What follows belongs to an exercise in optimizing a design on an open flow for small area and a short achievable clock period; a production flow would make more cautious choices. RTL that was checked went through simulation tests only; none was proved equivalent to the original. The RTL of run 1 was laid out without a check of its function. Power is estimated from default activity; no workload was simulated.

===== design/flow/design.v =====
package i2crts_pkg;
   localparam logic [1:0] FUNC_LOAD  = 2'd0;
   localparam logic [1:0] FUNC_WRITE = 2'd1;
   localparam logic [1:0] FUNC_READ  = 2'd2;
   localparam logic [1:0] FUNC_EVENT = 2'd3;
   localparam logic [2:0] ACT_NONE  = 3'd0;
   localparam logic [2:0] ACT_START = 3'd1;
   localparam logic [2:0] ACT_STOP  = 3'd2;
   localparam logic [2:0] ACT_SEND  = 3'd3;
   localparam logic [2:0] ACT_RECV  = 3'd4;
   localparam logic [2:0] ACT_ACK   = 3'd5;
   localparam logic [2:0] ACT_NACK  = 3'd6;
   localparam logic [1:0] ST_PENDING = 2'd0;
   localparam logic [1:0] ST_SUCCESS = 2'd1;
   localparam logic [1:0] ST_FAILED  = 2'd2;
endpackage
module i2crts_aoi3 (
   input  logic a0,
   input  logic b0,
   input  logic a1,
   input  logic b1,
   input  logic a2,
   input  logic b2,
   output logic y
);
   assign y = ~((a0 & b0) | (a1 & b1) | (a2 & b2));
endmodule
module i2crts_nand2 (
   input  logic a,
   input  logic b,
   output logic y
);
   assign y = ~(a & b);
endmodule
module i2crts_nand3 (
   input  logic a,
   input  logic b,
   input  logic c,
   output logic y
);
   assign y = ~(a & b & c);
endmodule
module i2crts_nand4 (
   input  logic a,
   input  logic b,
   input  logic c,
   input  logic d,
   output logic y
);
   assign y = ~(a & b & c & d);
endmodule
module i2crts_nor2 (
   input  logic a,
   input  logic b,
   output logic y
);
   assign y = ~(a | b);
endmodule
module i2crts_nor4 (
   input  logic a,
   input  logic b,
   input  logic c,
   input  logic d,
   output logic y
);
   assign y = ~(a | b | c | d);
endmodule
module i2c_register_transfer_sequencer_top (
   input  logic       clock,
   input  logic       reset,
   input  logic       req_valid,
   output logic       req_ready,
   input  logic [1:0] req_func,
   input  logic [6:0] req_slave_address,
   input  logic [7:0] req_register_address,
   input  logic [7:0] req_byte_count,
   input  logic [7:0] req_buffer_index,
   input  logic [7:0] req_write_byte,
   input  logic       req_nack_seen,
   input  logic       req_bus_collision,
   input  logic [7:0] req_received_byte,
   output logic       rsp_valid,
   input  logic       rsp_ready,
   output logic       rsp_accepted,
   output logic [2:0] rsp_bus_action,
   output logic [7:0] rsp_tx_byte,
   output logic       rsp_rx_valid,
   output logic [7:0] rsp_rx_index,
   output logic [7:0] rsp_rx_data,
   output logic [1:0] rsp_transfer_status
);
   localparam logic [3:0] PH_IDLE      = 4'd0;
   localparam logic [3:0] PH_SEND_ADDR = 4'd1;
   localparam logic [3:0] PH_SEND_REG  = 4'd2;
   localparam logic [3:0] PH_SEND_DATA = 4'd3;
   localparam logic [3:0] PH_RS_STOP   = 4'd4;
   localparam logic [3:0] PH_RS_START  = 4'd5;
   localparam logic [3:0] PH_READ_ADDR = 4'd6;
   localparam logic [3:0] PH_FIRST_RX  = 4'd7;
   localparam logic [3:0] PH_RX_BYTE   = 4'd8;
   localparam logic [3:0] PH_EN_RX     = 4'd9;
   localparam logic [3:0] PH_NACK_DONE = 4'd10;
   localparam logic [3:0] PH_FAIL_END  = 4'd11;
   localparam logic [3:0] PH_OK_END    = 4'd12;
   logic [254:0][7:0] mem_q;
   logic [3:0] ph_q;
   logic [1:0] st_q;
   logic [6:0] sa_q;
   logic [7:0] ra_q;
   logic [7:0] cnt_q;
   logic [7:0] pos_q;
   logic       rd_q;
   logic       vld_q;
   logic       acc_q;
   logic [2:0] act_q;
   logic [7:0] dat_n_q;
   logic       txs_q;
   logic       rxv_q;
   logic [15:0] sel_lo_n_q;
   logic [15:0] sel_hi_n_q;
   logic accept;
   assign req_ready = !vld_q || rsp_ready;
   assign accept    = req_valid && req_ready;
   logic        wp_q;
   logic [7:0]  wa_q;
   logic [7:0]  wd_q;
   logic [15:0] we_lo, we_hi;
   always_ff @(posedge clock) begin
      wp_q <= accept && (req_func == i2crts_pkg::FUNC_LOAD);
      wa_q <= req_buffer_index;
      wd_q <= req_write_byte;
   end
   always_comb begin
      for (int i = 0; i < 16; i++) begin
         we_lo[i] = (wa_q[3:0] == 4'(i));
         we_hi[i] = wp_q && (wa_q[7:4] == 4'(i));
      end
   end
   always_ff @(posedge clock) begin
      for (int i = 0; i < 255; i++) begin
         if (we_hi[i / 16] && we_lo[i % 16]) begin
            mem_q[i] <= wd_q;
         end
      end
   end
   logic [254:0] sel;
   logic         ph_sa, ph_sr, ph_ra, ph_rx, byp;
   always_comb begin
      for (int i = 0; i < 255; i++) begin
         sel[i] = !(sel_hi_n_q[i / 16] || sel_lo_n_q[i % 16]);
      end
   end
   assign ph_sa = (ph_q == PH_SEND_ADDR);
   assign ph_sr = (ph_q == PH_SEND_REG);
   assign ph_ra = (ph_q == PH_READ_ADDR);
   assign ph_rx = (ph_q == PH_RX_BYTE);
   assign byp   = wp_q && (wa_q == pos_q) && (ph_q == PH_SEND_DATA);
   logic [7:0] dat_n_d;
   for (genvar b = 0; b < 8; b++) begin : g_lane
      logic [84:0] n;
      logic        o1, o2;
      for (genvar k = 0; k < 85; k++) begin : g_aoi
         i2crts_aoi3 u_aoi (
            .a0(sel[3 * k]),     .b0(mem_q[3 * k][b]),
            .a1(sel[3 * k + 1]), .b1(mem_q[3 * k + 1][b]),
            .a2(sel[3 * k + 2]), .b2(mem_q[3 * k + 2][b]),
            .y (n[k])
         );
      end
      i2crts_aoi3 u_other (
         .a0(ph_sa), .b0(b == 0 ? 1'b0 : sa_q[b == 0 ? 0 : b - 1]),
         .a1(ph_sr), .b1(ra_q[b]),
         .a2(ph_ra), .b2(b == 0 ? 1'b1 : sa_q[b == 0 ? 0 : b - 1]),
         .y (o1)
      );
      i2crts_nand2 u_rx (.a(ph_rx), .b(req_received_byte[b]), .y(o2));
      logic [87:0] t;
      logic [21:0] u;
      logic [5:0]  v;
      logic [1:0]  w;
      assign t = {1'b1, o2, o1, n};
      for (genvar j = 0; j < 21; j++) begin : g_l1
         i2crts_nand4 u_nand (
            .a(t[4 * j]), .b(t[4 * j + 1]), .c(t[4 * j + 2]), .d(t[4 * j + 3]),
            .y(u[j])
         );
      end
      i2crts_nand3 u_l1_last (.a(t[84]), .b(t[85]), .c(t[86]), .y(u[21]));
      for (genvar k = 0; k < 5; k++) begin : g_l2
         i2crts_nor4 u_nor (
            .a(u[4 * k]), .b(u[4 * k + 1]), .c(u[4 * k + 2]), .d(u[4 * k + 3]),
            .y(v[k])
         );
      end
      i2crts_nor2 u_l2_last (.a(u[20]), .b(u[21]), .y(v[5]));
      i2crts_nand3 u_l3_0 (.a(v[0]), .b(v[1]), .c(v[2]), .y(w[0]));
      i2crts_nand3 u_l3_1 (.a(v[3]), .b(v[4]), .c(v[5]), .y(w[1]));
      assign dat_n_d[b] = byp ? !wd_q[b] : !(w[0] || w[1]);
   end
   logic       lt, lt1;
   logic [8:0] pos_p1;
   assign pos_p1 = {1'b0, pos_q} + 9'd1;
   assign lt     = pos_q < cnt_q;
   assign lt1    = pos_p1 < {1'b0, cnt_q};
   logic [3:0] ph_d;
   logic [1:0] st_d;
   logic [7:0] pos_d;
   logic       acc_d;
   logic [2:0] act_d;
   logic       txs_d;
   logic       rxv_d;
   logic       start_d;
   always_comb begin
      ph_d    = ph_q;
      st_d    = st_q;
      pos_d   = pos_q;
      acc_d   = 1'b0;
      act_d   = i2crts_pkg::ACT_NONE;
      txs_d   = 1'b0;
      rxv_d   = 1'b0;
      start_d = 1'b0;
      unique case (req_func)
         i2crts_pkg::FUNC_LOAD: begin
            acc_d = 1'b1;
         end
         i2crts_pkg::FUNC_WRITE, i2crts_pkg::FUNC_READ: begin
            if (ph_q == PH_IDLE) begin
               start_d = 1'b1;
               pos_d   = 8'd0;
               st_d    = i2crts_pkg::ST_PENDING;
               ph_d    = PH_SEND_ADDR;
               acc_d   = 1'b1;
               act_d   = i2crts_pkg::ACT_START;
            end
         end
         default: begin
            if (ph_q != PH_IDLE) begin
               acc_d = 1'b1;
               if (req_bus_collision) begin
                  act_d = i2crts_pkg::ACT_STOP;
                  ph_d  = PH_FAIL_END;
               end else begin
                  unique case (ph_q)
                     PH_SEND_ADDR: begin
                        act_d = i2crts_pkg::ACT_SEND;
                        txs_d = 1'b1;
                        ph_d  = PH_SEND_REG;
                     end
                     PH_SEND_REG: begin
                        if (req_nack_seen) begin
                           act_d = i2crts_pkg::ACT_STOP;
                           ph_d  = PH_FAIL_END;
                        end else begin
                           act_d = i2crts_pkg::ACT_SEND;
                           txs_d = 1'b1;
                           ph_d  = rd_q ? PH_RS_STOP : PH_SEND_DATA;
                        end
                     end
                     PH_SEND_DATA: begin
                        if (req_nack_seen) begin
                           act_d = i2crts_pkg::ACT_STOP;
                           ph_d  = PH_FAIL_END;
                        end else if (lt) begin
                           act_d = i2crts_pkg::ACT_SEND;
                           txs_d = 1'b1;
                           pos_d = pos_p1[7:0];
                        end else begin
                           act_d = i2crts_pkg::ACT_STOP;
                           ph_d  = PH_OK_END;
                        end
                     end
                     PH_RS_STOP: begin
                        act_d = i2crts_pkg::ACT_STOP;
                        ph_d  = PH_RS_START;
                     end
                     PH_RS_START: begin
                        act_d = i2crts_pkg::ACT_START;
                        ph_d  = PH_READ_ADDR;
                     end
                     PH_READ_ADDR: begin
                        act_d = i2crts_pkg::ACT_SEND;
                        txs_d = 1'b1;
                        ph_d  = PH_FIRST_RX;
                     end
                     PH_FIRST_RX: begin
                        if (req_nack_seen) begin
                           act_d = i2crts_pkg::ACT_STOP;
                           ph_d  = PH_FAIL_END;
                        end else begin
                           act_d = i2crts_pkg::ACT_RECV;
                           ph_d  = PH_RX_BYTE;
                        end
                     end
                     PH_RX_BYTE: begin
                        rxv_d = 1'b1;
                        if (lt1) begin
                           act_d = i2crts_pkg::ACT_ACK;
                           ph_d  = PH_EN_RX;
                        end else begin
                           act_d = i2crts_pkg::ACT_NACK;
                           ph_d  = PH_NACK_DONE;
                        end
                     end
                     PH_EN_RX: begin
                        act_d = i2crts_pkg::ACT_RECV;
                        ph_d  = PH_RX_BYTE;
                        pos_d = pos_p1[7:0];
                     end
                     PH_NACK_DONE: begin
                        act_d = i2crts_pkg::ACT_STOP;
                        ph_d  = PH_OK_END;
                     end
                     PH_OK_END: begin
                        st_d = i2crts_pkg::ST_SUCCESS;
                        ph_d = PH_IDLE;
                     end
                     default: begin
                        st_d = i2crts_pkg::ST_FAILED;
                        ph_d = PH_IDLE;
                     end
                  endcase
               end
            end
         end
      endcase
   end
   always_ff @(posedge clock) begin
      if (reset) begin
         ph_q  <= PH_IDLE;
         st_q  <= i2crts_pkg::ST_SUCCESS;
         vld_q <= 1'b0;
      end else begin
         if (accept) begin
            ph_q <= ph_d;
            st_q <= st_d;
         end
         vld_q <= accept || (vld_q && !rsp_ready);
      end
      if (accept) begin
         pos_q <= pos_d;
         for (int i = 0; i < 16; i++) begin
            sel_hi_n_q[i] <= (pos_d[7:4] != 4'(i));
         end
      end
      if (reset) begin
         sel_lo_n_q <= '1;
      end else if (accept) begin
         for (int i = 0; i < 16; i++) begin
            sel_lo_n_q[i] <= (ph_d != PH_SEND_DATA) || (pos_d[3:0] != 4'(i));
         end
      end
      if (accept && start_d) begin
         sa_q  <= req_slave_address;
         ra_q  <= req_register_address;
         cnt_q <= req_byte_count;
         rd_q  <= req_func[1];
      end
      if (req_ready) begin
         acc_q   <= acc_d;
         act_q   <= act_d;
         dat_n_q <= dat_n_d;
         txs_q   <= txs_d;
         rxv_q   <= rxv_d;
      end
   end
   assign rsp_valid           = vld_q;
   assign rsp_accepted        = acc_q;
   assign rsp_bus_action      = act_q;
   assign rsp_tx_byte         = ~dat_n_q & {8{txs_q}};
   assign rsp_rx_valid        = rxv_q;
   assign rsp_rx_index        = pos_q & {8{rxv_q}};
   assign rsp_rx_data         = ~dat_n_q & {8{rxv_q}};
   assign rsp_transfer_status = st_q;
endmodule

===== design/flow/run.sh =====
#!/bin/bash
# synth_recipe.tcl (not shown) runs the flow's synth.tcl, then flattens the netlist and writes it again
# the make line also repeats each setting of config.mk as NAME=value (left out here)
make -C /OpenROAD-flow-scripts/flow DESIGN_CONFIG=/design/flow/config.mk WORK_HOME=/design/flow/orfs CLKGATE_MAP_FILE= SYNTH_SCRIPT=/design/flow/synth_recipe.tcl finish

===== design/flow/config.mk =====
export PLATFORM = sky130hd
export DESIGN_NAME = i2c_register_transfer_sequencer_top
export DESIGN_NICKNAME = i2c_register_transfer_sequencer_top
export VERILOG_FILES = /design/flow/design.v
export SDC_FILE = /design/flow/constraint.sdc
export NUM_CORES = 4
export LEC_CHECK = 0
export CAP_MARGIN = 20
export CORE_MARGIN = 2
export CORE_UTILIZATION = 55
export CTS_CLUSTER_DIAMETER = 60
export CTS_CLUSTER_SIZE = 20
export PLACE_DENSITY = 0.65
export SETUP_SLACK_MARGIN = 4.1
export SLEW_MARGIN = 20
export SYNTH_HIERARCHICAL = 1
export SYNTH_MINIMUM_KEEP_SIZE = 0

===== design/flow/constraint.sdc =====
create_clock -name core_clock -period 7.5 [get_ports {clock}]
set_input_delay 1.5000 -clock core_clock [delete_from_list [all_inputs] [get_ports {clock}]]
set_output_delay 1.5000 -clock core_clock [all_outputs]
set_load 0.01 [all_outputs]

==> results of run 1 <==
==> routing by layer <==
layer,wire length (µm),GRT usage,vias up
li1,-,-,18500
met1,80000,0.416,22800
met2,101000,0.453,3085
met3,25900,0.0587,430
met4,7680,0.0972,6
met5,112,0,-
==> worst max-delay path by stage <==
stage	slack, ns	end	start
after floorplan	4.14	sel_hi_n_q[0]	req_func[0]
after global placement	2.89	sel_hi_n_q[8]	req_func[1]
after detailed placement	2.77	sel_hi_n_q[8]	req_func[1]
after CTS	4.00	req_ready	rsp_ready
after global routing	4.05	mem_q[965]	wa_q[6]
final	4.07	dat_n_q[3]	sel_lo_n_q[2]
==> layout make-up <==
class | count | area (µm²) | area share
multi-input cells | 1834 | 13400 | 0.155
well taps | 1876 | 2350 | 0.0272
repair buffers | 213 | 2150 | 0.0249
clock buffers | 162 | 3710 | 0.0430
clock inverters | 53 | 648 | 0.00751
flip-flops and latches | 2142 | 64000 | 0.741
inverters | 21 | 78.8 | 0.000913
diodes | 1 | 2.50 | 0.0000290
==> tightest hold or removal path: cells and delay by family (launching register included) <==
family / cells / cell delay (ns)
DFF: 1 / 0.33
muxes: 1 / 0.07
and+or+nand+nor: 1 / 0.07
==> per-module statistics from Yosys (local to each module, per instance) <==
module                               times used  cells  cell area [µm²]
i2crts_nor2                                   8      1             3.75
i2crts_aoi3                                 688      1             10.0
i2crts_nor4                                  40      1             12.5
i2crts_nand4                                168      1             6.26
i2crts_nand2                                  8      1             3.75
i2c_register_transfer_sequencer_top           1   3187            69000
i2crts_nand3                                 24      1             5.00
==> logic make-up (layout without fill, tap and decap cells) <==
group	count (synthesis)	count (layout)	synth area share
AOI/OAI and AO/OA	811	811	0.100
xor gates and xnor gates	15	15	0.00169
adders and majority gates	21	21	0.00348
buffers and inverters	147	449	0.00861
DFF	2142	2142	0.824
muxes	2	2	0.000258
other	2	3	0.0000968
and+or+nand+nor	983	983	0.0617
==> layout by cell type, fill, tap and decap left out, types with 15 or more instances in the layout <==
cell,count
a21oi_1,30
a222oi_1,689
a31oi_1,22
buf_12,29
buf_4,87
clkbuf_1,15
clkbuf_16,145
clkdlybuf4s50_1,57
dfxtp_1,15
dfxtp_4,24
edfxtp_1,2102
ha_1,17
inv_1,18
nand2_1,48
nand3_1,48
nand4_1,170
nor2_1,568
nor2b_1,28
nor4_2,18
nor4_4,24
o21ai_0,19
==> power groups by stage <==
stage / clock network [mW] / logic (mW) / registers (mW)
final: 7.80 / 0.448 / 13.2
after global routing: 8.28 / 0.470 / 13.2
after CTS: 7.87 / 0.433 / 13.2
after detailed placement: 0 / 0.384 / 13.5
after global placement: 0 / 0.375 / 13.5
after floorplan: 0 / 0.137 / 13.5
==> synthesized netlist by cell type (3+ instances only) <==
| cell | n | area (µm²) |
|---|---|---|
| a21o_1 | 8 | 60.1 |
| a21oi_1 | 30 | 150 |
| a222oi_1 | 689 | 6900 |
| a31oi_1 | 22 | 138 |
| and2_1 | 13 | 81.3 |
| and3_1 | 5 | 31.3 |
| buf_1 | 7 | 26.3 |
| buf_2 | 6 | 30.0 |
| buf_4 | 6 | 45.0 |
| buf_6 | 8 | 90.1 |
| clkbuf_1 | 95 | 357 |
| dfxtp_1 | 40 | 801 |
| edfxtp_1 | 2102 | 63100 |
| ha_1 | 20 | 250 |
| inv_1 | 18 | 67.6 |
| nand2_1 | 57 | 214 |
| nand2b_1 | 4 | 25.0 |
| nand3_1 | 60 | 300 |
| nand4_1 | 170 | 1060 |
| nor2_1 | 579 | 2170 |
| nor2b_1 | 29 | 181 |
| nor3_1 | 6 | 30.0 |
| nor3b_1 | 3 | 22.5 |
| nor4_2 | 41 | 513 |
| o211ai_1 | 3 | 22.5 |
| o21a_1 | 4 | 30.0 |
| o21ai_0 | 21 | 105 |
| o21ai_2 | 3 | 26.3 |
| xnor2_1 | 8 | 70.1 |
| xor2_1 | 7 | 61.3 |
==> through the flow <==
step	worst slack, ns	utilization	hold slack (ns)	power [mW]	std cells
2_1_floorplan	4.14	-	0.531	13.7	4123
3_5_place_dp	2.77	0.578	0.503	13.9	6007
3_3_place_gp	2.89	0.578	0.483	13.9	6006
5_1_grt	4.05	0.618	0.556	22.0	6301
4_1_cts	4.00	0.615	0.519	21.5	6277
6_report	4.07	0.618	0.511	21.5	6302
==> what timing repair did <==
action                     CTS  global route
gates resized for setup    128            45
pin swaps                    7            29
buffers inserted            54            24
setup endpoints to repair  172           127
cloned                       1             0
==> impl_metrics.toml, run 1 <==
[floorplanning]
rows = 137
initial_core_util = 0.555
chipHeight_um = 380
die_w_um = 380
core_area_um2 = 140000
io_pins = 88
dieArea_um2 = 144000

[detailed_routing]
drc_errors = 0
drtPass1Iterations = 9
post_drt_wl_per_cell_um = 34.1
vias = 44900
totalWireLength_um = 215000
drtIter0Drc = 9422
vias_per_cell = 7.12
drtAntennaViolNets = 0

[timing]
final_hold_viol_count = 0
tightest_slew_ns = 1.23
max_freq_mhz = 291
min_period_ns = 3.43
min_period_over_period = 0.458
fin_skew_ns = 0.0452
setup_viol = 0
maxSlewViolCount = 0
setup-tns-final_ns = 0
grt_setup_unrepaired = "true"
max_slew_margin = 0.176

[clock_network]
cts-buffers-inserted = 139
clk_pin_slew_ns = 0.08
cts_buffer_depth = 3
root_buffer = "clkbuf_16"
cts_tree = "done"
cts.sinks = 2142
htreeDepth = 4
ctsHoldBuffers = 0
clk_latency_ns = 0.78

[place]
dp_hpwl_um = 132000
numPortBuffers = 87
place_area_um2 = 80700
gp_congestion = 0.912

[job]
maxCapViolCount = 0

[critical_path]
cp_max_fo = 10
critPathLaunchType = "register"
crit_path_end_kind = "register"
path_depth = 9
slowest_delay_ns = 0.75
slowest_stage = "nor4_2"
path_cells = "buf_4 > nor2_1 > a222oi_1 > nand4_1 > nor4_2 > nand3_1 > nor2_1 > nor2_1 > a21oi_1"
cp_num_buf_inv = 1
cp.arrival_ns = 4.06
r2r_end = "dat_n_q[3]"
r2r_cells = 9
path_class = "reg2reg"
ff2ff_setup_slack_ns = 4.07
cpMostUsedCell = "nor2_1"
reg2reg_from = "sel_lo_n_q[2]"
crit_required_ns = 8.13
path_delay_family = "simple AND/OR/NAND/NOR gates"

[min_path]
min-delay-start = "st_q[1]"
min_to = "st_q[1]"
hold_path_depth = 2
min_path_type = "reg2reg"

[final_layout]
final_design_area_no_fill_um2 = 86300
reg_top3 = "mem_q x2040, sel_hi_n_q x16, sel_lo_n_q x16"
area_delta_synth_final_pct = 11.3
largest_reg_flops = 2040
regMostFlops = "mem_q"
fillCellCount = 9770
fin_nets = 4427
drive_above_1_share = 0.106

[global_route]
grt_pass1_wl_um = 303000
grt_pass1_vias = 42000
overflow = 0
antenna_found_initial = 7
grt_max_degree = 191
grt_use_total = 0.291

[yosys]
synth_flop_cell = "edfxtp_1"
syn-num-nets = 4199
yosysWarnings = 7
synth_area_um2 = 77600
ys_ff_latch = 2142
synthArstFlopShare = 0
yosysUniqueCellTypes = 77
avgSynthCellArea_um2 = 18.8
synth-edff-count = 2102
yosysSeqAreaShare = 0.824
syn_inst = 4123

[pwr]
peakVddDrop_mv = 0.169
p_sw_mw = 4.33
switching_share = 0.202
leakage_nw = 26.0
intPower_mw = 17.1
power.share.clock = 0.363
power_density_nw_per_um2 = 249
power_frac_seq = 0.616
pwr-share-comb = 0.021

[outcome]
status = "complete, no violations"
==> inputs of run 2 (changes only) <==
--- a/design/flow/design.v
+++ b/design/flow/design.v
@@ -65,6 +65,14 @@
 );
    assign y = ~(a | b | c | d);
 endmodule
+module i2crts_nor3 (
+   input  logic a,
+   input  logic b,
+   input  logic c,
+   output logic y
+);
+   assign y = ~(a | b | c);
+endmodule
 module i2c_register_transfer_sequencer_top (
    input  logic       clock,
    input  logic       reset,
@@ -121,30 +129,29 @@
    logic accept;
    assign req_ready = !vld_q || rsp_ready;
    assign accept    = req_valid && req_ready;
-   logic        wp_q;
-   logic [7:0]  wa_q;
+   logic [15:0] wr_hi_n_q;
+   logic [15:0] wr_lo_n_q;
    logic [7:0]  wd_q;
-   logic [15:0] we_lo, we_hi;
+   logic        byp_q;
+   logic        load_acc;
+   assign load_acc = accept && (req_func == i2crts_pkg::FUNC_LOAD);
    always_ff @(posedge clock) begin
-      wp_q <= accept && (req_func == i2crts_pkg::FUNC_LOAD);
-      wa_q <= req_buffer_index;
-      wd_q <= req_write_byte;
-   end
-   always_comb begin
       for (int i = 0; i < 16; i++) begin
-         we_lo[i] = (wa_q[3:0] == 4'(i));
-         we_hi[i] = wp_q && (wa_q[7:4] == 4'(i));
+         wr_hi_n_q[i] <= !(load_acc && (req_buffer_index[7:4] == 4'(i)));
+         wr_lo_n_q[i] <= (req_buffer_index[3:0] != 4'(i));
       end
+      wd_q  <= req_write_byte;
+      byp_q <= load_acc && (req_buffer_index == pos_q) && (ph_q == PH_SEND_DATA);
    end
    always_ff @(posedge clock) begin
       for (int i = 0; i < 255; i++) begin
-         if (we_hi[i / 16] && we_lo[i % 16]) begin
+         if (!(wr_hi_n_q[i / 16] || wr_lo_n_q[i % 16])) begin
             mem_q[i] <= wd_q;
          end
       end
    end
    logic [254:0] sel;
-   logic         ph_sa, ph_sr, ph_ra, ph_rx, byp;
+   logic         ph_sa, ph_sr, ph_ra, ph_rx;
    always_comb begin
       for (int i = 0; i < 255; i++) begin
          sel[i] = !(sel_hi_n_q[i / 16] || sel_lo_n_q[i % 16]);
@@ -154,7 +161,6 @@
    assign ph_sr = (ph_q == PH_SEND_REG);
    assign ph_ra = (ph_q == PH_READ_ADDR);
    assign ph_rx = (ph_q == PH_RX_BYTE);
-   assign byp   = wp_q && (wa_q == pos_q) && (ph_q == PH_SEND_DATA);
    logic [7:0] dat_n_d;
    for (genvar b = 0; b < 8; b++) begin : g_lane
       logic [84:0] n;
@@ -174,11 +180,11 @@
          .y (o1)
       );
       i2crts_nand2 u_rx (.a(ph_rx), .b(req_received_byte[b]), .y(o2));
-      logic [87:0] t;
+      logic [86:0] t;
       logic [21:0] u;
-      logic [5:0]  v;
+      logic [7:0]  v;
       logic [1:0]  w;
-      assign t = {1'b1, o2, o1, n};
+      assign t = {o2, o1, n};
       for (genvar j = 0; j < 21; j++) begin : g_l1
          i2crts_nand4 u_nand (
             .a(t[4 * j]), .b(t[4 * j + 1]), .c(t[4 * j + 2]), .d(t[4 * j + 3]),
@@ -186,16 +192,19 @@
          );
       end
       i2crts_nand3 u_l1_last (.a(t[84]), .b(t[85]), .c(t[86]), .y(u[21]));
-      for (genvar k = 0; k < 5; k++) begin : g_l2
-         i2crts_nor4 u_nor (
-            .a(u[4 * k]), .b(u[4 * k + 1]), .c(u[4 * k + 2]), .d(u[4 * k + 3]),
-            .y(v[k])
-         );
+      for (genvar k = 0; k < 6; k++) begin : g_l2
+         i2crts_nor3 u_nor (.a(u[3 * k]), .b(u[3 * k + 1]), .c(u[3 * k + 2]), .y(v[k]));
       end
-      i2crts_nor2 u_l2_last (.a(u[20]), .b(u[21]), .y(v[5]));
-      i2crts_nand3 u_l3_0 (.a(v[0]), .b(v[1]), .c(v[2]), .y(w[0]));
-      i2crts_nand3 u_l3_1 (.a(v[3]), .b(v[4]), .c(v[5]), .y(w[1]));
-      assign dat_n_d[b] = byp ? !wd_q[b] : !(w[0] || w[1]);
+      i2crts_nor2 u_l2_6 (.a(u[18]), .b(u[19]), .y(v[6]));
+      i2crts_nor2 u_l2_7 (.a(u[20]), .b(u[21]), .y(v[7]));
+      i2crts_nand4 u_l3_0 (.a(v[0]), .b(v[1]), .c(v[2]), .d(v[3]), .y(w[0]));
+      i2crts_nand4 u_l3_1 (.a(v[4]), .b(v[5]), .c(v[6]), .d(v[7]), .y(w[1]));
+      i2crts_aoi3 u_out (
+         .a0(!byp_q), .b0(w[0]),
+         .a1(!byp_q), .b1(w[1]),
+         .a2(byp_q),  .b2(wd_q[b]),
+         .y (dat_n_d[b])
+      );
    end
    logic       lt, lt1;
    logic [8:0] pos_p1;
--- a/design/flow/config.mk
+++ b/design/flow/config.mk
@@ -8,10 +8,10 @@
 export CAP_MARGIN = 20
 export CORE_MARGIN = 2
 export CORE_UTILIZATION = 55
-export CTS_CLUSTER_DIAMETER = 60
-export CTS_CLUSTER_SIZE = 20
+export CTS_CLUSTER_DIAMETER = 80
+export CTS_CLUSTER_SIZE = 28
 export PLACE_DENSITY = 0.65
-export SETUP_SLACK_MARGIN = 4.1
+export SETUP_SLACK_MARGIN = 4.2
 export SLEW_MARGIN = 20
 export SYNTH_HIERARCHICAL = 1
 export SYNTH_MINIMUM_KEEP_SIZE = 0
==> run 2 against run 1 <==
  * Critical path depth is 2 lower
  * Sequential power hardly changed
  * Core utilization is 1.3 points lower
  * Critical path type unchanged
  * Die area is 0.39% higher
  * Synthesized area is 0.39% higher
  * First-iteration DRC count is 5.7% lower
  * Largest power group unchanged
  * Combinational power is 5.4% lower
  * Worst setup slack better by 0.067 ns
==> impl_metrics.toml, run 2 <==
[place]
place_area_um2 = 81000
place_inst = 6017
dp_hpwl_um = 129000
pre_cts_slack_ns = 3.04
gp_congestion = 0.892
numPortBuffers = 87

[yosys]
syn_inst = 4153
yosysWarnings = 7
synth_top_cell_by_area = "edfxtp_1"
syn-num-nets = 4229
synth_top_area_frac = 0.810
synth_flop_cell = "edfxtp_1"
synthArstFlopShare = 0
yosysSeqAreaShare = 0.827
synth-edff-count = 2102
post-synth-top-count-cell = "edfxtp_1"
ys_ff_latch = 2166
avgSynthCellArea_um2 = 18.8
synth_area_um2 = 77900
netlist_top_cells_area = "edfxtp_1 (81%), a222oi_1 (8.9%), nor2_1 (2.8%), dfxtp_1 (1.6%), nand4_1 (1.5%)"
yosysUniqueCellTypes = 65
yosys-top-cells-count = "edfxtp_1 (2102), a222oi_1 (696), nor2_1 (576), nand4_1 (187), clkbuf_1 (144)"

[timing]
worst_slack_ns = 4.13
grt_setup_unrepaired = "true"
fin_skew_ns = 0.0436
max_slew_margin = 0.133
tightest_slew_ns = 1.30
setup-tns-final_ns = 0
max_freq_mhz = 297
fin_hold_ws_ns = 0.513
final_hold_viol_count = 0
maxSlewViolCount = 0
min_period_over_period = 0.449
setup_viol = 0
min_period_ns = 3.37

[clock_network]
cts_tree = "done"
root_buffer = "clkbuf_16"
htreeDepth = 3
cts_buffer_depth = 3
ctsHoldBuffers = 0
cts-buffers-inserted = 97
cts.sinks = 2166
clk_latency_ns = 0.75
clk_pin_slew_ns = 0.11

[final_layout]
fin_nets = 4379
regMostFlops = "mem_q"
fin_util = 0.605
final_cells = 6261
final_design_area_no_fill_um2 = 85300
largest_reg_flops = 2040
layout_commonest_cell = "edfxtp_1"
multi_input_area_um2 = 13100
fillCellCount = 10100
final_cell_mix = "edfxtp_1 (2102), a222oi_1 (696), nor2_1 (575), nand4_1 (187), clkbuf_16 (105)"
area_delta_synth_final_pct = 9.50
drive_above_1_share = 0.0922
seq_area_um2 = 64500

[job]
maxCapViolCount = 0

[detailed_routing]
drtIter0Drc = 8889
vias_per_cell = 7.13
drtAntennaViolNets = 0
vias = 44600
drtPass1Iterations = 10
post_drt_wl_per_cell_um = 34.0
drc_errors = 0
totalWireLength_um = 213000

[global_route]
antenna_found_initial = 8
grt_pass1_wl_um = 299000
overflow = 0
grt_use_total = 0.287
grt_max_degree = 202
grt_pass1_vias = 41600

[floorplanning]
chipHeight_um = 380
core_area_um2 = 141000
dieArea_um2 = 145000
initial_core_util = 0.552
die_w_um = 380
rows = 138
io_pins = 88

[pwr]
peakVddDrop_mv = 0.186
power_density_nw_per_um2 = 238
power_mw = 20.3
leakage_nw = 25.3

[critical_path]
cp.arrival_ns = 3.92
cp_max_fo = 9
crit_path_end_kind = "register"
path_class = "reg2reg"
critPathLaunchType = "register"
crit_required_ns = 8.05

[min_path]
min_path_type = "reg2reg"

[outcome]
status = "complete, no violations"
==> run 2: cell types whose count changed in the layout (fill, tap and decap cells not counted), moves of 18 or more <==
cell / change
nor4_2: -18
a21oi_1: -19
nor4_4: -23
nor3_2: +34
clkbuf_16: -40
dfxtp_2: +22
==> run 2: what timing repair did <==
item | 4_1_cts | 5_1_grt
buffers inserted | 53 | 22
hold endpoints to repair | 0 | 0
gates cloned | 0 | 1
gates resized for setup | 131 | 43
setup endpoints to repair | 74 | 56
pin swaps | 10 | 18
==> run 2: where the power goes <==
part	switching [mW]	internal, mW
Sequential	0.106	13.3
Combinational	0.303	0.122
Clock	3.73	2.73
Total	4.14	16.1
==> run 2: kinds of logic after synthesis <==
family / count (synthesis) / share of synthesized area
AOI/OAI and AO/OA: 785 / 0.0976
and+or+nand+nor: 987 / 0.0613
other: 2 / 0.0000964
buffers and inverters: 173 / 0.00837
muxes: 3 / 0.000466
DFF: 2166 / 0.827
adders and majority gates: 21 / 0.00347
xor gates and xnor gates: 16 / 0.00180
==> run 2: path summary, 6_finish.rpt <==
path                  startpoint       endpoint  slack (ns)  cells past startpoint
setup / recovery  sel_lo_n_q[12]     dat_n_q[5]        4.13                      7
setup reg to reg  sel_lo_n_q[12]     dat_n_q[5]        4.13                      7
hold / removal     sel_lo_n_q[7]  sel_lo_n_q[7]        0.51                      2
hold reg to reg    sel_lo_n_q[7]  sel_lo_n_q[7]        0.51                      2
==> run 2: layout make-up <==
class / count / area share
inverters: 26 / 0.00132
well taps: 1890 / 0.0277
diodes: 2 / 0.0000587
clock buffers: 130 / 0.0320
multi-input cells: 1814 / 0.154
repair buffers: 198 / 0.0242
clock inverters: 35 / 0.00480
flip-flops and latches: 2166 / 0.756
==> run 2: per-layer routing <==
| metal | routed length, µm | up-vias | part of all wire | global-route usage |
|---|---|---|---|---|
| met5 | 34 | - | 0.00016 | 0 |
| met4 | 6710 | 4 | 0.032 | 0.0827 |
| met3 | 25800 | 369 | 0.12 | 0.0501 |
| met2 | 99100 | 2930 | 0.47 | 0.448 |
| met1 | 81200 | 22900 | 0.38 | 0.422 |
| li1 | - | 18400 | - | - |
==> run 2: critical path: stages (launching register included) <==
cell	delay (ns)
dfxtp_4	0.55
buf_4	0.44
nor2_1	0.26
a222oi_1	0.57
nand4_1	0.23
nor3_2	0.48
nand4_1	0.24
a222oi_1	0.38
==> run 2: modules after synthesis (local to each module, per instance) <==
module | copies in the design | flip-flops and latches | cell area (µm²)
i2crts_nand4 | 184 | 0 | 6.26
i2c_register_transfer_sequencer_top | 1 | 2166 | 69200
i2crts_nor2 | 16 | 0 | 3.75
i2crts_nand2 | 8 | 0 | 3.75
i2crts_nor3 | 48 | 0 | 10.0
i2crts_nand3 | 8 | 0 | 5.00
i2crts_aoi3 | 696 | 0 | 10.0
==> inputs of run 3 (changes only) <==
--- a/design/flow/config.mk
+++ b/design/flow/config.mk
@@ -8,8 +8,8 @@
 export CAP_MARGIN = 20
 export CORE_MARGIN = 2
 export CORE_UTILIZATION = 55
-export CTS_CLUSTER_DIAMETER = 80
-export CTS_CLUSTER_SIZE = 28
+export CTS_CLUSTER_DIAMETER = 60
+export CTS_CLUSTER_SIZE = 20
 export PLACE_DENSITY = 0.65
 export SETUP_SLACK_MARGIN = 4.2
 export SLEW_MARGIN = 20
==> run 3 against run 2 <==
  * Still clean on timing, DRC and antenna
  * Core utilization rose by 0.75 points
  * Hold slack worse by 0.0082 ns
  * Register-to-register slack barely moved
  * Synthesized area stayed put
  * Cell count grew 0.62%
  * Total power grew 6.8%
  * Critical path type unchanged
  * Largest power group unchanged
==> impl_metrics.toml, run 3 <==
[outcome]
status = "complete, no violations"

[yosys]
yosysWarnings = 7
synth_top_family_by_area = "compound AO/OA/AOI/OAI gates"
synth_mux_area_frac = 0.000466
synth-simple-area-share = 0.0613
synth_top_area_frac = 0.810
avgSynthCellArea_um2 = 18.8
synth_compound_area_frac = 0.0976
synth_xor_area_frac = 0.00180
syn_inst = 4153
yosysSeqAreaShare = 0.827
synth-edff-count = 2102
ys_ff_latch = 2166
yosys-top-cells-count = "edfxtp_1 (2102), a222oi_1 (696), nor2_1 (576), nand4_1 (187), clkbuf_1 (144)"
syn-num-nets = 4229
synth_area_um2 = 77900
yosysUniqueCellTypes = 65
synth_flop_cell = "edfxtp_1"
synthAdderAreaFrac = 0.00347
post-synth-top-count-cell = "edfxtp_1"
netlist_top_cells_area = "edfxtp_1 (81%), a222oi_1 (8.9%), nor2_1 (2.8%), dfxtp_1 (1.6%), nand4_1 (1.5%)"
synthArstFlopShare = 0
synth_top_cell_by_area = "edfxtp_1"

[final_layout]
largest_reg_flops = 2040
fin_util = 0.612
regMostFlops = "mem_q"
area_delta_synth_final_pct = 10.8
fin_nets = 4407
drive_above_1_share = 0.103
layout_commonest_cell = "edfxtp_1"
final_cell_mix = "edfxtp_1 (2102), a222oi_1 (696), nor2_1 (575), nand4_1 (187), clkbuf_16 (148)"

[pwr]
peakVddDrop_mv = 0.181
power_density_nw_per_um2 = 251
power_mw = 21.6
leakage_nw = 25.8

[place]
pre_cts_slack_ns = 3.04
gp_congestion = 0.892
numPortBuffers = 87
dp_hpwl_um = 129000

[critical_path]
crit_required_ns = 8.11
cp.arrival_ns = 3.96
critPathLaunchType = "register"
r2r_cells = 6
ff2ff_setup_slack_ns = 4.14
critical_path.startpoint = "sel_lo_n_q[2]"
r2r_end = "dat_n_q[6]"
cp_max_fo = 17
path_class = "reg2reg"
reg2reg_from = "sel_lo_n_q[2]"
crit_path_end_kind = "register"
crit_end = "dat_n_q[6]"

[clock_network]
cts-buffers-inserted = 139
htreeDepth = 4
ctsHoldBuffers = 0
cts_buffer_depth = 3
clk_pin_slew_ns = 0.08
clk_latency_ns = 0.81
cts_tree = "done"
cts.sinks = 2166
root_buffer = "clkbuf_16"

[floorplanning]
chipHeight_um = 380
io_pins = 88
dieArea_um2 = 145000
core_area_um2 = 141000
die_w_um = 380
rows = 138
initial_core_util = 0.552

[job]
maxCapViolCount = 0

[detailed_routing]
drc_errors = 0
drtIter0Drc = 9317
post_drt_wl_per_cell_um = 33.8
vias = 44700
drtAntennaViolNets = 0
totalWireLength_um = 213000
drtPass1Iterations = 10
vias_per_cell = 7.10

[timing]
worst_slack_ns = 4.14
setup_viol = 0
max_freq_mhz = 298
fin_skew_ns = 0.0295
setup-tns-final_ns = 0
grt_setup_unrepaired = "true"
min_period_ns = 3.36
max_slew_margin = 0.152
min_period_over_period = 0.447
maxSlewViolCount = 0
tightest_slew_ns = 1.27
final_hold_viol_count = 0

[global_route]
grt_pass1_wl_um = 301000
grt_max_degree = 202
grt_pass1_vias = 42000
antenna_found_initial = 10
overflow = 0
grt_use_total = 0.290

[min_path]
min_path_type = "reg2reg"
-- run 3: power breakdown --
group          total [mW]  internal, mW  switching (mW)  leakage [nW]
logic               0.419         0.118           0.301          4.34
registers            13.4          13.3           0.106          19.4
clock network        7.84          3.90            3.94          2.12
total                21.6          17.3            4.35          25.8
-- run 3: critical path, cell delays in order, from the launching register on --
cell and delay [ns]:
dfxtp_4 0.80, nor2_1 0.34, a222oi_1 0.65, nand4_1 0.31, nor3_2 0.45, nand4_1 0.24
a222oi_1 0.34
-- run 3: Yosys stat by module (local to each module, per instance) --
module | cell area, µm² | copies in the design | cells | flip-flops and latches
i2c_register_transfer_sequencer_top | 69200 | 1 | 3193 | 2166
i2crts_aoi3 | 10.0 | 696 | 1 | 0
i2crts_nor3 | 10.0 | 48 | 1 | 0
i2crts_nand4 | 6.26 | 184 | 1 | 0
i2crts_nand3 | 5.00 | 8 | 1 | 0
i2crts_nand2 | 3.75 | 8 | 1 | 0
i2crts_nor2 | 3.75 | 16 | 1 | 0
-- run 3: per-stage QoR --
step                      hold WS (ns)  std cells  instance area, µm²
after floorplan                  0.528       4153               77900
after global placement           0.486       6015               80900
after detailed placement         0.491       6017               81000
after CTS                        0.510       6281               85900
after global routing             0.557       6298               86300
final                            0.505       6300               86300
-- run 3: cell type report --
type | instances | area, µm²
diodes | 2 | 5.00
clock buffers | 166 | 3790
clock inverters | 52 | 589
fillers | 10000 | 54700
inverters | 26 | 113
multi-input cells | 1814 | 13100
flip-flops and latches | 2166 | 64500
well taps | 1890 | 2360
repair buffers | 184 | 1890
-- run 3: cells by family after synthesis --
logic type | after synthesis
compound gates | 785
xor+xnor | 16
fa+ha+maj | 21
buf+inv | 173
flops | 2166
mux | 3
other cells | 2
simple gates | 987
-- run 3: metal layers --
layer  up-vias  track usage  routed length, µm
met5         -            0                 55
met4         8       0.0861               7040
met3       386       0.0572              26500
met2      2959        0.446              98500
met1     22900        0.425              81000
li1      18500            -                  -
-- run 3: timing repair --
action                     4_1_cts  5_1_grt
buffers inserted                46       16
setup endpoints to repair       72       60
resized for setup              157       38
cloned                           0        0
pin swaps                       11       11
-- run 3: how the worst min path moves through the flow --
stage	to	cells past startpoint	start	slack, ns
after CTS	sel_lo_n_q[7]	2	sel_lo_n_q[7]	0.51
after floorplan	st_q[1]	2	st_q[1]	0.53
final	sel_lo_n_q[7]	2	sel_lo_n_q[7]	0.50
after global placement	sel_lo_n_q[7]	2	sel_lo_n_q[7]	0.49
after detailed placement	sel_lo_n_q[7]	2	sel_lo_n_q[7]	0.49
after global routing	sel_lo_n_q[7]	2	sel_lo_n_q[7]	0.56
==> inputs of run 4 (changes only) <==
--- a/design/flow/config.mk
+++ b/design/flow/config.mk
@@ -8,8 +8,9 @@
 export CAP_MARGIN = 20
 export CORE_MARGIN = 2
 export CORE_UTILIZATION = 55
-export CTS_CLUSTER_DIAMETER = 60
-export CTS_CLUSTER_SIZE = 20
+export CTS_BUF_LIST = sky130_fd_sc_hd__clkbuf_8
+export CTS_CLUSTER_DIAMETER = 50
+export CTS_CLUSTER_SIZE = 17
 export PLACE_DENSITY = 0.65
 export SETUP_SLACK_MARGIN = 4.2
 export SLEW_MARGIN = 20
==> run 4 against run 3 <==
  * Still clean
  * Non-clock buffer count grew 10
  * Total power fell by 4.7%
  * Core utilization is 0.40 points lower
  * Clock power down 13%
  * Sequential power hardly changed
  * First-iteration DRC count shrank 5.6%
  * Clock skew up 0.035 ns
  * Critical endpoint is now rsp_rx_data[3]
  * Largest cell class unchanged
  * Highest routed layer unchanged
==> impl_metrics.toml, run 4 <==
[outcome]
status = "complete, no violations"

[clock_network]
clk_pin_slew_ns = 0.10
htreeDepth = 4
cts_tree = "done"
root_buffer = "clkbuf_8"
cts.sinks = 2166
cts_buffer_depth = 3
cts-buffers-inserted = 172
clk_latency_ns = 0.96

[timing]
worst_slack_ns = 4.05
maxSlewViolCount = 0
setup_viol = 0
min_period_ns = 3.45
setup-tns-final_ns = 0
grt_setup_unrepaired = "true"
min_period_over_period = 0.460
tightest_slew_ns = 1.27
fin_skew_ns = 0.0645
final_hold_viol_count = 0
max_slew_margin = 0.152
max_freq_mhz = 290
fin_hold_ws_ns = 0.520

[detailed_routing]
drc_errors = 0
totalWireLength_um = 214000
drtPass1Iterations = 10
drtIter0Drc = 8795
vias_per_cell = 7.06
post_drt_wl_per_cell_um = 33.5
vias = 45100
drtAntennaViolNets = 0

[pwr]
power.share.clock = 0.330
power_mw = 20.6
intPower_mw = 16.3
leakage_nw = 25.7
p_sw_mw = 4.34
peakVddDrop_mv = 0.171
pwr-share-comb = 0.021
power_density_nw_per_um2 = 240
power_frac_seq = 0.649
switching_share = 0.211

[min_path]
min_path_type = "reg2reg"

[place]
dp_hpwl_um = 129000
gp_congestion = 0.892
place_inst = 6017
place_area_um2 = 81000
pre_cts_slack_ns = 3.04
numPortBuffers = 87

[floorplanning]
rows = 138
core_area_um2 = 141000
io_pins = 88
die_w_um = 380
dieArea_um2 = 145000
initial_core_util = 0.552
chipHeight_um = 380

[critical_path]
critPathLaunchType = "register"
crit_required_ns = 6.00
path_class = "reg2out"
slowest_delay_ns = 0.42
cp.arrival_ns = 1.95
slowest_stage = "edfxtp_1"
crit_path_end_kind = "output port"
cp_max_fo = 9
path_cells = "buf_12 > buf_8 > nor2b_1 > buf_2"

[job]
maxCapViolCount = 0

[yosys]
netlist_top_cells_area = "edfxtp_1 (81%), a222oi_1 (8.9%), nor2_1 (2.8%), dfxtp_1 (1.6%), nand4_1 (1.5%)"
syn_inst = 4153
synth-edff-count = 2102
synth_top_cell_by_area = "edfxtp_1"
post-synth-top-count-cell = "edfxtp_1"
yosysUniqueCellTypes = 65
yosys-top-cells-count = "edfxtp_1 (2102), a222oi_1 (696), nor2_1 (576), nand4_1 (187), clkbuf_1 (144)"
syn-num-nets = 4229
synth_flop_cell = "edfxtp_1"
synth_top_area_frac = 0.810
ys_ff_latch = 2166
synth_area_um2 = 77900
yosysWarnings = 7
synthArstFlopShare = 0
avgSynthCellArea_um2 = 18.8
yosysSeqAreaShare = 0.827

[final_layout]
fin_util = 0.608
layout_commonest_cell = "edfxtp_1"
final_design_area_no_fill_um2 = 85800
largest_reg_flops = 2040
regMostFlops = "mem_q"
final_cells = 6389
final_cell_mix = "edfxtp_1 (2102), a222oi_1 (696), nor2_1 (573), nand4_1 (187), clkbuf_8 (184)"
area_delta_synth_final_pct = 10.1
drive_above_1_share = 0.121
fin_nets = 4450

[global_route]
grt_use_met1 = 0.424
met3_usage = 0.0584
grt_use_met2 = 0.445
grt_max_degree = 202
grt_use_total = 0.290
grt_pass1_wl_um = 302000
antenna_found_initial = 5
grt_pass1_vias = 42300
overflow = 0
grt_busiest_layer = "met2"
-- run 4: cell counts after synthesis --
No cell type changed its count.
-- run 4: cell families after synthesis --
logic type      Yosys count  share of synthesized area
simple gates            987                     0.0613
xor+xnor                 16                    0.00180
other cells               2                  0.0000964
fa+ha+maj                21                    0.00347
compound gates          785                     0.0976
buf+inv                 173                    0.00837
flops                  2166                      0.827
mux                       3                   0.000466
-- run 4: area by class of cell --
class / count / area [µm²]
Inverter: 26 / 115
Sequential cell: 2166 / 64500
Clock inverter: 111 / 1110
Fill cell: 10100 / 55300
Antenna cell: 4 / 10.0
Timing Repair Buffer: 194 / 2030
Clock buffer: 184 / 2530
Tap cell: 1890 / 2360
Multi-Input combinational cell: 1814 / 13100
-- run 4: worst paths after layout --
kind / start / slack [ns] / depth (start not counted) / end
setup reg to reg: sel_lo_n_q[5] / 4.14 / 6 / dat_n_q[2]
setup / recovery: rxv_q / 4.05 / 4 / rsp_rx_data[3]
hold reg to reg: sel_lo_n_q[7] / 0.52 / 2 / sel_lo_n_q[7]
hold / removal: sel_lo_n_q[7] / 0.52 / 2 / sel_lo_n_q[7]
-- run 4: per-module statistics from Yosys, one instance, submodules excluded --
module | copies in the design | cells inside | cell area [µm²]
i2crts_aoi3 | 696 | 1 | 10.0
i2c_register_transfer_sequencer_top | 1 | 3193 | 69200
i2crts_nor3 | 48 | 1 | 10.0
i2crts_nand2 | 8 | 1 | 3.75
i2crts_nor2 | 16 | 1 | 3.75
i2crts_nand4 | 184 | 1 | 6.26
i2crts_nand3 | 8 | 1 | 5.00
-- run 4: worst max-delay path: cells and delay by family (launching register included) --
family                 cells  cell delay, ns
AND/OR/NAND/NOR            1            0.12
flip-flops                 1            0.42
buffers and inverters      3            0.45
-- run 4: repair_timing --
| action | in CTS | in global routing |
|---|---|---|
| hold buffers | 0 | 0 |
| gates resized for setup | 169 | 52 |
| pin swaps | 9 | 30 |
| endpoints found under the setup margin | 76 | 69 |
| endpoints found under the hold margin | 0 | 0 |
| setup buffers | 49 | 22 |
-- run 4: power groups by stage --
| stage | combinational (mW) | clock [mW] | sequential, mW |
|---|---|---|---|
| after global routing | 0.450 | 7.32 | 13.4 |
| after CTS | 0.395 | 6.89 | 13.4 |
| after global placement | 0.328 | 0 | 13.7 |
| after floorplan | 0.123 | 0 | 13.7 |
| after detailed placement | 0.339 | 0 | 13.7 |
| final | 0.426 | 6.81 | 13.4 |
-- run 4: per-layer routing --
layer | vias to the layer above | share of wire
met3 | 386 | 0.13
li1 | 18600 | -
met2 | 3055 | 0.46
met1 | 23100 | 0.37
met5 | - | 0.000051
met4 | 2 | 0.035
==> inputs of run 5 (changes only) <==
--- a/design/flow/config.mk
+++ b/design/flow/config.mk
@@ -9,10 +9,10 @@
 export CORE_MARGIN = 2
 export CORE_UTILIZATION = 55
 export CTS_BUF_LIST = sky130_fd_sc_hd__clkbuf_8
-export CTS_CLUSTER_DIAMETER = 50
-export CTS_CLUSTER_SIZE = 17
+export CTS_CLUSTER_DIAMETER = 45
+export CTS_CLUSTER_SIZE = 14
 export PLACE_DENSITY = 0.65
-export SETUP_SLACK_MARGIN = 4.2
+export SETUP_SLACK_MARGIN = 4.4
 export SLEW_MARGIN = 20
 export SYNTH_HIERARCHICAL = 1
 export SYNTH_MINIMUM_KEEP_SIZE = 0
==> run 5 against run 4 <==
  * Combinational power up 11%
  * Via count up 1.4%
  * Register-to-register slack better by 0.09 ns
  * Synthesized cell count unchanged
  * Highest routed layer unchanged
  * Largest power group unchanged
  * Clock-buffer cell count up 23
  * Die area unchanged
  * Synthesized area unchanged
  * Wire length up 3.7%
  * Final area up 1.7%
  * Sequential share of layout area down 1.3 points
  * Cell count up 1.5%
==> impl_metrics.toml, run 5 <==
[detailed_routing]
drtPass1Iterations = 9
post_drt_wl_per_cell_um = 34.2
drc_errors = 0
totalWireLength_um = 222000
wl_met2_um = 103000
wl_met3_um = 28500
vias_per_cell = 7.05
wl_met1_um = 82500
highest_layer = "met5"
drtAntennaViolNets = 0
drtIter0Drc = 8509
vias = 45700

[clock_network]
htreeDepth = 4
cts-buffers-inserted = 198
cts_buffer_depth = 3
cts.sinks = 2166
root_buffer = "clkbuf_8"
clk_pin_slew_ns = 0.08
cts_tree = "done"
clk_latency_ns = 0.98

[critical_path]
slowest_stage = "edfxtp_1"
crit_required_ns = 6.00
slowest_delay_ns = 0.43
cp_max_fo = 7
cp.arrival_ns = 2.00
critPathLaunchType = "register"
crit_path_end_kind = "output port"
cpMostUsedCell = "buf_12"
path_cells = "buf_12 > buf_12 > and2_4 > buf_6"
path_class = "reg2out"

[yosys]
post-synth-top-count-cell = "edfxtp_1"
synth_top_area_frac = 0.810
synth_top_cell_by_area = "edfxtp_1"
yosysWarnings = 7
netlist_top_cells_area = "edfxtp_1 (81%), a222oi_1 (8.9%), nor2_1 (2.8%), dfxtp_1 (1.6%), nand4_1 (1.5%)"
yosysUniqueCellTypes = 65
avgSynthCellArea_um2 = 18.8
synth_flop_cell = "edfxtp_1"
yosys-top-cells-count = "edfxtp_1 (2102), a222oi_1 (696), nor2_1 (576), nand4_1 (187), clkbuf_1 (144)"
syn-num-nets = 4229
synth-edff-count = 2102
yosysSeqAreaShare = 0.827
ys_ff_latch = 2166
synthArstFlopShare = 0
syn_inst = 4153
synth_area_um2 = 77900

[min_path]
min_path_type = "reg2reg"

[floorplanning]
core_area_um2 = 141000
io_pins = 88
chipHeight_um = 380
die_w_um = 380
initial_core_util = 0.552
dieArea_um2 = 145000
rows = 138

[pwr]
switching_share = 0.210
leakage_nw = 26.5
pwr-share-comb = 0.023
p_sw_mw = 4.42
power_frac_seq = 0.636
intPower_mw = 16.6
peakVddDrop_mv = 0.179
power_density_nw_per_um2 = 241
power.share.clock = 0.342

[timing]
setup-tns-final_ns = 0
max_slew_margin = 0.124
min_period_ns = 3.50
fin_skew_ns = 0.0642
setup_viol = 0
grt_setup_unrepaired = "true"
tightest_slew_ns = 1.31
min_period_over_period = 0.467
max_freq_mhz = 286
maxSlewViolCount = 0
final_hold_viol_count = 0

[final_layout]
regMostFlops = "mem_q"
fillCellCount = 10100
fin_nets = 4534
layout_commonest_cell = "edfxtp_1"
fin_util = 0.618
final_cell_mix = "edfxtp_1 (2102), a222oi_1 (696), nor2_1 (567), clkbuf_8 (207), nand4_1 (187)"
area_delta_synth_final_pct = 12.0
largest_reg_flops = 2040
drive_above_1_share = 0.143

[place]
dp_hpwl_um = 130000
numPortBuffers = 87
gp_congestion = 0.912

[outcome]
status = "complete, no violations"

[global_route]
overflow = 0
grt_pass1_wl_um = 309000
grt_max_degree = 208
grt_use_total = 0.299
grt_pass1_vias = 43300
antenna_found_initial = 10

[job]
maxCapViolCount = 0
## run 5: final timing paths
| check | startpoint | endpoint | slack [ns] | depth (start not counted) |
|---|---|---|---|---|
| hold / removal | st_q[1] | st_q[1] | 0.53 | 2 |
| setup / recovery | rxv_q | rsp_rx_index[3] | 4.00 | 4 |
| setup reg to reg | pos_q[4] | sel_lo_n_q[5] | 4.23 | 15 |
| hold reg to reg | st_q[1] | st_q[1] | 0.53 | 2 |
## run 5: repair_timing
item                       4_1_cts  5_1_grt
pin swaps                       70       59
buffers inserted                71       47
gates cloned                     2        2
resized for setup              290       74
hold buffers                     0        0
setup endpoints to repair       80       73
## run 5: power groups by stage
stage	clock [mW]	combinational (mW)	sequential (mW)
final	7.18	0.474	13.4
after global routing	7.69	0.495	13.4
after CTS	7.25	0.433	13.4
after detailed placement	0	0.362	13.7
after global placement	0	0.353	13.7
after floorplan	0	0.127	13.7
## run 5: stage by stage
stage                     hold WS (ns)  instances  worst slack [ns]  power (mW)  cell area (µm²)
after floorplan                  0.528       4153              4.26        13.8            78000
after global placement           0.481       6025              3.11        14.0            81100
after detailed placement         0.502       6025              3.09        14.0            81100
after CTS                        0.533       6428              3.93        21.1            86300
after global routing             0.566       6479              3.92        21.6            87200
final                            0.534       6487              4.00        21.0            87200
## run 5: cell type report
cell class                      count  area [µm²]  share of cell area
Antenna cell                        9        22.5            0.000258
Clock buffer                      207        2850              0.0327
Clock inverter                    123        1130              0.0129
Inverter                           26         134             0.00153
Multi-Input combinational cell   1815       13500               0.155
Sequential cell                  2166       64500               0.739
Tap cell                         1890        2360              0.0271
Timing Repair Buffer              250        2690              0.0309
Timing Repair inverter              1        7.51           0.0000861
## run 5: per-layer routing
layer	vias to the layer above	track usage
met5	-	0
met3	417	0.0711
met1	23500	0.423
met2	3091	0.457
li1	18700	-
met4	2	0.110
## run 5: worst max-delay path, delay by kind of cell, from the launching register on
family                 cells  cell delay, ns
AND/OR/NAND/NOR            1            0.16
flip-flops                 1            0.43
buffers and inverters      3            0.44
## run 5: modules after synthesis (local to each module, per instance)
| module | area (µm²) | copies in the design | flip-flops and latches |
|---|---|---|---|
| i2c_register_transfer_sequencer_top | 69200 | 1 | 2166 |
| i2crts_aoi3 | 10.0 | 696 | 0 |
| i2crts_nand2 | 3.75 | 8 | 0 |
| i2crts_nand3 | 5.00 | 8 | 0 |
| i2crts_nand4 | 6.26 | 184 | 0 |
| i2crts_nor2 | 3.75 | 16 | 0 |
| i2crts_nor3 | 10.0 | 48 | 0 |
## run 5: kinds of logic after synthesis
family,Yosys count,share of synthesized area
AND/OR/NAND/NOR,987,0.0613
other,2,0.0000964
multiplexers,3,0.000466
AO/OA/AOI/OAI,785,0.0976
flip-flops,2166,0.827
buffers and inverters,173,0.00837
XOR/XNOR,16,0.00180
adder cells (fa/ha/maj),21,0.00347
==> inputs of run 6 (changes only) <==
--- a/design/flow/config.mk
+++ b/design/flow/config.mk
@@ -12,7 +12,7 @@
 export CTS_CLUSTER_DIAMETER = 45
 export CTS_CLUSTER_SIZE = 14
 export PLACE_DENSITY = 0.65
-export SETUP_SLACK_MARGIN = 4.4
+export SETUP_SLACK_MARGIN = 4.2
 export SLEW_MARGIN = 20
 export SYNTH_HIERARCHICAL = 1
 export SYNTH_MINIMUM_KEEP_SIZE = 0
==> run 6 against run 5 <==
  * Still clean on timing, DRC and antenna
  * Clock power shrank 2%
  * Sequential power is essentially flat
  * Synthesized area is the same
  * Critical endpoint is now rsp_rx_index[5]
==> impl_metrics.toml, run 6 <==
[detailed_routing]
drc_errors = 0
vias = 45000
drtIter0Drc = 9013
drtAntennaViolNets = 0
vias_per_cell = 6.98
totalWireLength_um = 214000
post_drt_wl_per_cell_um = 33.3
drtPass1Iterations = 9

[clock_network]
clk_pin_slew_ns = 0.09
htreeDepth = 4
clk_latency_ns = 0.97
ctsHoldBuffers = 0
root_buffer = "clkbuf_8"
cts_buffer_depth = 3
cts.sinks = 2166
cts-buffers-inserted = 199
cts_tree = "done"

[yosys]
synth_top_area_frac = 0.810
synthArstFlopShare = 0
yosysSeqAreaShare = 0.827
yosysUniqueCellTypes = 65
yosys-top-cells-count = "edfxtp_1 (2102), a222oi_1 (696), nor2_1 (576), nand4_1 (187), clkbuf_1 (144)"
syn_inst = 4153
post-synth-top-count-cell = "edfxtp_1"
synth_area_um2 = 77900
yosysWarnings = 7
avgSynthCellArea_um2 = 18.8
synth-edff-count = 2102
synth_flop_cell = "edfxtp_1"
ys_ff_latch = 2166
syn-num-nets = 4229
netlist_top_cells_area = "edfxtp_1 (81%), a222oi_1 (8.9%), nor2_1 (2.8%), dfxtp_1 (1.6%), nand4_1 (1.5%)"
synth_top_cell_by_area = "edfxtp_1"

[critical_path]
path_class = "reg2out"
crit_required_ns = 6.00
path_cells = "buf_12 > clkbuf_16 > and2_1 > buf_2"
crit_path_end_kind = "output port"
r2r_end = "dat_n_q[6]"
slowest_stage = "edfxtp_1"
r2r_cells = 6
slowest_delay_ns = 0.42
critPathLaunchType = "register"
cp_max_fo = 7
cp.arrival_ns = 1.96
ff2ff_setup_slack_ns = 4.19
reg2reg_from = "sel_lo_n_q[2]"

[place]
pre_cts_slack_ns = 3.04
dp_hpwl_um = 129000
numPortBuffers = 87
gp_congestion = 0.892
place_inst = 6017

[floorplanning]
die_w_um = 380
initial_core_util = 0.552
rows = 138
io_pins = 88
core_area_um2 = 141000
dieArea_um2 = 145000
chipHeight_um = 380

[timing]
min_period_over_period = 0.461
setup_viol = 0
maxSlewViolCount = 0
setup-tns-final_ns = 0
min_period_ns = 3.46
tightest_slew_ns = 1.25
max_slew_margin = 0.168
max_freq_mhz = 289
fin_hold_ws_ns = 0.523
grt_setup_unrepaired = "true"
fin_skew_ns = 0.0555
worst_slack_ns = 4.04
final_hold_viol_count = 0

[outcome]
status = "complete, no violations"

[global_route]
grt_use_total = 0.291
grt_max_degree = 202
grt_pass1_wl_um = 302000
grt_pass1_vias = 42500
overflow = 0
antenna_found_initial = 8

[final_layout]
fin_nets = 4482
final_cell_mix = "edfxtp_1 (2102), a222oi_1 (696), nor2_1 (572), clkbuf_8 (211), nand4_1 (187)"
final_cells = 6443
regMostFlops = "mem_q"
layout_commonest_cell = "edfxtp_1"
largest_reg_flops = 2040
area_delta_synth_final_pct = 10.6
drive_above_1_share = 0.124

[pwr]
power_mw = 20.8
leakage_nw = 26.0
power_density_nw_per_um2 = 242
peakVddDrop_mv = 0.139

[min_path]
hold_path_depth = 2
min_path_type = "reg2reg"
min_to = "sel_lo_n_q[7]"
min-delay-start = "sel_lo_n_q[7]"

[job]
maxCapViolCount = 0
-- run 6: logic make-up (layout without fill, tap and decap cells) --
group / Yosys count / after routing / synth area share
compound gates: 785 / 785 / 0.0976
xor+xnor: 16 / 16 / 0.00180
fa+ha+maj: 21 / 21 / 0.00347
buf+inv: 173 / 570 / 0.00837
flops: 2166 / 2166 / 0.827
mux: 3 / 3 / 0.000466
other cells: 2 / 5 / 0.0000964
simple gates: 987 / 987 / 0.0613
-- run 6: per-stage QoR --
| step | cell area [µm²] | util |
|---|---|---|
| 2_1_floorplan | 77900 | - |
| 3_3_place_gp | 80900 | 0.574 |
| 3_5_place_dp | 81000 | 0.574 |
| 4_1_cts | 85500 | 0.606 |
| 5_1_grt | 86100 | 0.611 |
| 6_report | 86100 | 0.611 |
-- run 6: cell type report --
cell class / count / area [µm²]
timing repair buffer: 199 / 2090
clock inverter: 134 / 1040
antenna: 3 / 7.51
inverter: 26 / 113
sequential: 2166 / 64500
multi-input combinational: 1814 / 13100
clock buffer: 211 / 2900
tap: 1890 / 2360
fill: 10100 / 54900
-- run 6: how the worst max path moves through the flow --
stage	start	to	slack [ns]	cells past startpoint
2_1_floorplan	rsp_ready	sel_lo_n_q[0]	4.20	8
3_3_place_gp	rsp_ready	req_ready	3.12	3
3_5_place_dp	req_func[1]	pos_q[1]	3.04	8
4_1_cts	rxv_q	rsp_rx_data[1]	3.95	4
5_1_grt	rxv_q	rsp_rx_index[5]	3.96	4
6_report	rxv_q	rsp_rx_index[5]	4.04	4
-- run 6: worst max-delay path, delay by kind of cell, from the launching register on --
kind	cells	cell delay (ns)
buf+inv	3	0.45
flops	1	0.42
simple gates	1	0.13
-- run 6: Yosys stat by module, one instance, submodules excluded --
module | copies in the design | cells inside | flip-flops and latches | cell area, µm²
i2c_register_transfer_sequencer_top | 1 | 3193 | 2166 | 69200
i2crts_aoi3 | 696 | 1 | 0 | 10.0
i2crts_nor3 | 48 | 1 | 0 | 10.0
i2crts_nand4 | 184 | 1 | 0 | 6.26
i2crts_nand3 | 8 | 1 | 0 | 5.00
i2crts_nand2 | 8 | 1 | 0 | 3.75
i2crts_nor2 | 16 | 1 | 0 | 3.75
-- run 6: layer usage --
layer,vias to the layer above,routed length (µm),track usage
met5,-,42,0
met4,6,6630,0.0861
met3,383,27100,0.0585
met2,2988,99500,0.449
met1,23000,81100,0.425
li1,18600,-,-
-- run 6: repair_timing --
item / CTS / global route
buffers inserted: 49 / 25
gates resized for setup: 171 / 49
gates cloned: 0 / 1
pin swaps: 12 / 18
endpoints found under the setup margin: 76 / 71
-- run 6: where the power goes --
group	internal, mW	total [mW]	switching, mW
Sequential	13.3	13.4	0.105
Clock	3.07	7.04	3.96
Combinational	0.123	0.429	0.307
Total	16.5	20.8	4.38

re-timing with driven ports:
How much do the figures lean on ideal ports? The routed layouts below were timed once more, with nothing changed but the port constraints.
Step 1 sets driving cells, clkbuf_16 on the clock port and buf_2 on the other inputs (assumed; they add their load-dependent delay and slew).
Step 2 times the ports against the registers' clock, not the clock port: input delays grow and output delays shrink by t, the midpoint of the rising clock arrivals with the driver on.
Slacks: ideal ports / drivers / drivers and shift; pairs: ideal ports / drivers.
| run | shift t [ns] | setup slack, ns | worst slew at a driven data input, ns |
|---|---|---|---|
| run 1 | 0.838 | 4.066 / 4.066 / 3.414 | 0.06 |
| run 2 | 0.814 | 4.133 / 4.098 / 3.534 | 0.15 |
| run 3 | 0.873 | 4.145 / 4.117 / 3.541 | 0.15 |
| run 4 | 0.999 | 4.053 / 3.979 / 3.342 | 0.14 |
| run 5 | 1.017 | 3.999 / 3.929 / 3.396 | 0.07 |
| run 6 | 1.014 | 4.041 / 3.966 / 3.310 | 0.14 |
After both steps setup and hold are still met in every run listed. The setup slack of run 6, which loses most, moves by -0.075 ns with the drivers and by -0.731 ns with both steps.
